This is an optimization exercise on Yosys and OpenROAD, whose aim is small area, a short achievable clock period and few clock cycles, not a production implementation.
In this exercise RTL edits were held to simulation tests only and were not proved equivalent to the original.

==> flow/design.v <==
package ipdc_pkg;
  typedef enum logic [2:0] {
    OP_LOAD    = 3'b000,
    OP_RIGHT   = 3'b001,
    OP_DOWN    = 3'b010,
    OP_DEFAULT = 3'b011,
    OP_ZOOM    = 3'b100,
    OP_LEFT    = 3'b101,
    OP_UP      = 3'b110,
    OP_NOP     = 3'b111
  } ipdc_op_e;
endpackage
module ipdc_img_buf (
  input  logic        i_clk,
  input  logic        i_we,
  input  logic [3:0]  i_wring,
  input  logic [23:0] i_wdata,
  input  logic [7:0]  i_rsel,
  input  logic [7:0]  i_psel,
  output logic [23:0] o_rd_data
);
  logic [63:0][23:0] fb;    
  logic [7:0][23:0]  rowd;
  always_ff @(posedge i_clk) begin
    for (int m = 0; m < 16; m++) begin
      fb[4*m+0] <= fb[4*m+1];
      fb[4*m+1] <= fb[4*m+2];
      fb[4*m+2] <= fb[4*m+3];
      fb[4*m+3] <= (i_we && i_wring == 4'(m)) ? i_wdata : fb[4*m+0];
    end
  end
  always_comb begin
    for (int r = 0; r < 8; r++) begin
      rowd[r] = '0;
      for (int c = 0; c < 8; c++)
        rowd[r] = rowd[r] | ({24{i_psel[c]}} & fb[r*8+c]);
    end
    o_rd_data = '0;
    for (int r = 0; r < 8; r++)
      o_rd_data = o_rd_data | ({24{i_rsel[r]}} & rowd[r]);
  end
endmodule
module ipdc_window_engine
#(
  parameter int unsigned DATA_W  = 24,
  parameter int unsigned IMG_DIM = 8,
  parameter int unsigned WIN_DIM = 4
) (
  input  logic              i_clk,
  input  logic              i_rst,
  input  logic              i_op_valid,
  input  logic [2:0]        i_op_mode,
  input  logic              i_in_valid,
  input  logic [DATA_W-1:0] i_in_data,
  output logic              o_in_ready,
  input  logic              i_out_ready,
  output logic              o_out_valid,
  output logic [DATA_W-1:0] o_out_data
);
  logic [4:0]  ro_q, co_q;
  logic        two_q;
  logic        act_q;
  logic [3:0]  n_q;
  logic [7:0]  rsel_q, csl_q, psel_q;
  logic        arr_q;
  logic [5:0]  acnt_q, wk_q;
  logic [3:0][23:0] dl_q;
  logic [3:0]  v_q;
  logic [1:0]  ph_q;
  logic        skid_v_q;
  logic [23:0] skid_q;
  logic        accept, acc_load, acc_disp, rd_fire, arr_last, we;
  logic [4:0]  ro_nx, co_nx, r_inc, r_dec, c_inc, c_dec;
  logic        two_nx;
  logic [23:0] rd_data, wdata;
  logic        act_nx, arr_nx, skid_v_nx, rd_done_nx, ld_busy_nx;
  logic [3:0]  n_nx, v_nx, take;
  logic [5:0]  wk_nx;
  logic [1:0]  ph_nx;
  logic [7:0]  rsel_nx, csl_nx, psel_nx;
  ipdc_img_buf u_img_buf (
    .i_clk     (i_clk),
    .i_we      (we),
    .i_wring   (wk_q[5:2]),
    .i_wdata   (wdata),
    .i_rsel    (rsel_q),
    .i_psel    (psel_q),
    .o_rd_data (rd_data)
  );
  assign accept   = i_op_valid && o_in_ready;
  assign acc_load = accept && (i_op_mode == 3'b000);
  assign acc_disp = accept && (i_op_mode != 3'b000) && (i_op_mode != 3'b111);
  assign rd_fire  = act_q && !skid_v_q;
  assign arr_last = arr_q && i_in_valid && (acnt_q == 6'd63);
  always_comb begin
    take = 4'b0000;
    if (v_q[3])      take = 4'b1000;
    else if (v_q[2]) take = 4'b0100;
    else if (v_q[1]) take = 4'b0010;
    else if (v_q[0]) take = 4'b0001;
    wdata = ({24{take[0]}} & dl_q[0]) | ({24{take[1]}} & dl_q[1]) |
            ({24{take[2]}} & dl_q[2]) | ({24{take[3]}} & dl_q[3]);
  end
  assign we = (v_q != 4'b0000) && (ph_q == wk_q[1:0]);
  always_comb begin
    v_nx  = {v_q[2:0] & ~(take[2:0] & {3{we}}), arr_q && i_in_valid};
    wk_nx = acc_load ? 6'd0 : wk_q + 6'(we);
    ph_nx = acc_load ? 2'd3 : ph_q + 2'd1;
    arr_nx = acc_load || (arr_q && !arr_last);
    ld_busy_nx = arr_nx || ((v_nx != 4'b0000) && !((wk_nx == 6'd63) && (ph_nx == 2'd3)));
  end
  assign r_inc = (two_q ? ro_q[0] : !ro_q[4]) ? {ro_q[3:0], 1'b0} : ro_q;
  assign c_inc = (two_q ? co_q[0] : !co_q[4]) ? {co_q[3:0], 1'b0} : co_q;
  assign r_dec = ro_q[0] ? ro_q : {1'b0, ro_q[4:1]};
  assign c_dec = co_q[0] ? co_q : {1'b0, co_q[4:1]};
  always_comb begin
    ro_nx  = ro_q;
    co_nx  = co_q;
    two_nx = two_q;
    case (i_op_mode)
      3'b001: co_nx = c_inc;
      3'b101: co_nx = c_dec;
      3'b010: ro_nx = r_inc;
      3'b110: ro_nx = r_dec;
      3'b011: begin ro_nx = 5'b00001; co_nx = 5'b00001; two_nx = 1'b1; end
      3'b100: begin ro_nx = 5'b00100; co_nx = 5'b00100; two_nx = 1'b0; end
      default: ;
    endcase
  end
  always_comb begin
    rsel_nx = rsel_q;
    csl_nx  = csl_q;
    if (acc_disp) begin
      act_nx  = 1'b1;
      n_nx    = 4'd0;
      rsel_nx = {3'b000, ro_nx};
      csl_nx  = {3'b000, co_nx};
    end else if (rd_fire) begin
      act_nx = (n_q != 4'd15);
      n_nx   = n_q + 4'd1;
      if (n_q[1:0] == 2'd3) begin
        csl_nx  = {3'b000, co_q};
        rsel_nx = two_q ? {rsel_q[5:0], 2'b00} : {rsel_q[6:0], 1'b0};
      end else begin
        csl_nx  = two_q ? {csl_q[5:0], 2'b00} : {csl_q[6:0], 1'b0};
      end
    end else begin
      act_nx = act_q;
      n_nx   = n_q;
    end
    for (int h = 0; h < 2; h++)
      for (int p = 0; p < 4; p++)
        psel_nx[4*h+p] = csl_nx[4*h + ((p + int'(ph_nx)) % 4)];
    skid_v_nx  = (o_out_valid && !i_out_ready) && (skid_v_q || rd_fire);
    rd_done_nx = !act_nx || ((n_nx == 4'd15) && !skid_v_nx);
  end
  always_ff @(posedge i_clk) begin
    if (i_rst) begin
      o_in_ready  <= 1'b1;
      ro_q        <= 5'b00001;
      co_q        <= 5'b00001;
      two_q       <= 1'b1;
      act_q       <= 1'b0;
      arr_q       <= 1'b0;
      v_q         <= 4'b0000;
      skid_v_q    <= 1'b0;
      o_out_valid <= 1'b0;
    end else begin
      o_in_ready <= !ld_busy_nx && rd_done_nx;
      act_q      <= act_nx;
      arr_q      <= arr_nx;
      v_q        <= v_nx;
      skid_v_q   <= skid_v_nx;
      if (!o_out_valid || i_out_ready)
        o_out_valid <= skid_v_q || rd_fire;
      if (acc_disp) begin
        ro_q  <= ro_nx;
        co_q  <= co_nx;
        two_q <= two_nx;
      end
    end
  end
  always_ff @(posedge i_clk) begin
    dl_q   <= {dl_q[2:0], i_in_data};
    ph_q   <= ph_nx;
    wk_q   <= wk_nx;
    n_q    <= n_nx;
    rsel_q <= rsel_nx;
    csl_q  <= csl_nx;
    psel_q <= psel_nx;
    if (acc_load) acnt_q <= '0;
    else if (arr_q && i_in_valid) acnt_q <= acnt_q + 6'd1;
    if (!o_out_valid || i_out_ready)
      o_out_data <= skid_v_q ? skid_q : rd_data;
    if (rd_fire && o_out_valid && !i_out_ready)
      skid_q <= rd_data;
  end
endmodule
clock: 5.5 ns
lec_check: 0
cap_margin: 20
core_margin: 2
core_utilization: 55
setup_slack_margin: 3.0
slew_margin: 20
run.sh (not shown) runs the stock make flow with config.mk's settings and CLKGATE_MAP_FILE= SYNTH_SCRIPT=/design/flow/synth_recipe.tcl, a recipe that flattens the netlist after the stock synthesis.
Testbench counts at the start, summed over its fixed seeds: cycles 16,041.
Change:
- CTS_BUF_LIST: not set -> sky130_fd_sc_hd__clkbuf_8
- CTS_CLUSTER_DIAMETER: not set -> 60
- CTS_CLUSTER_SIZE: not set -> 16
Register-to-register slack loses 0.02 ns; synthesized cell count is unchanged; cell area came out lower by a few percent; flip-flop and latch count is unchanged.

[separate check: timing with driven ports]
Ports are ideal in the flow. The routed layouts listed here were re-timed in OpenROAD. Step 1, drivers: a clkbuf_16 drives i_clk and a buf_2 each remaining input, both assumed. Step 2, shift: input delay + t, output delay - t, t = (earliest + latest rising clock arrival at the registers) / 2. This alone moves slack from input paths to output paths. Slacks: ideal / step 1 / step 2; pairs: ideal / step 1.
run	t (ns)	setup slack, ns	clock arrival spread, ns	worst data-port slew with drivers (ns)	pins driven straight from the clock port
the first run	0.834	2.998 / 2.926 / 2.261	0.034 / 0.034	0.12	1
the second run	0.891	2.918 / 2.851 / 2.240	0.055 / 0.055	0.12	1
After both steps every run listed still meets setup and hold. For the first run, which loses most, drivers alone change the setup slack by -0.072 ns; drivers and shift together by -0.737 ns.
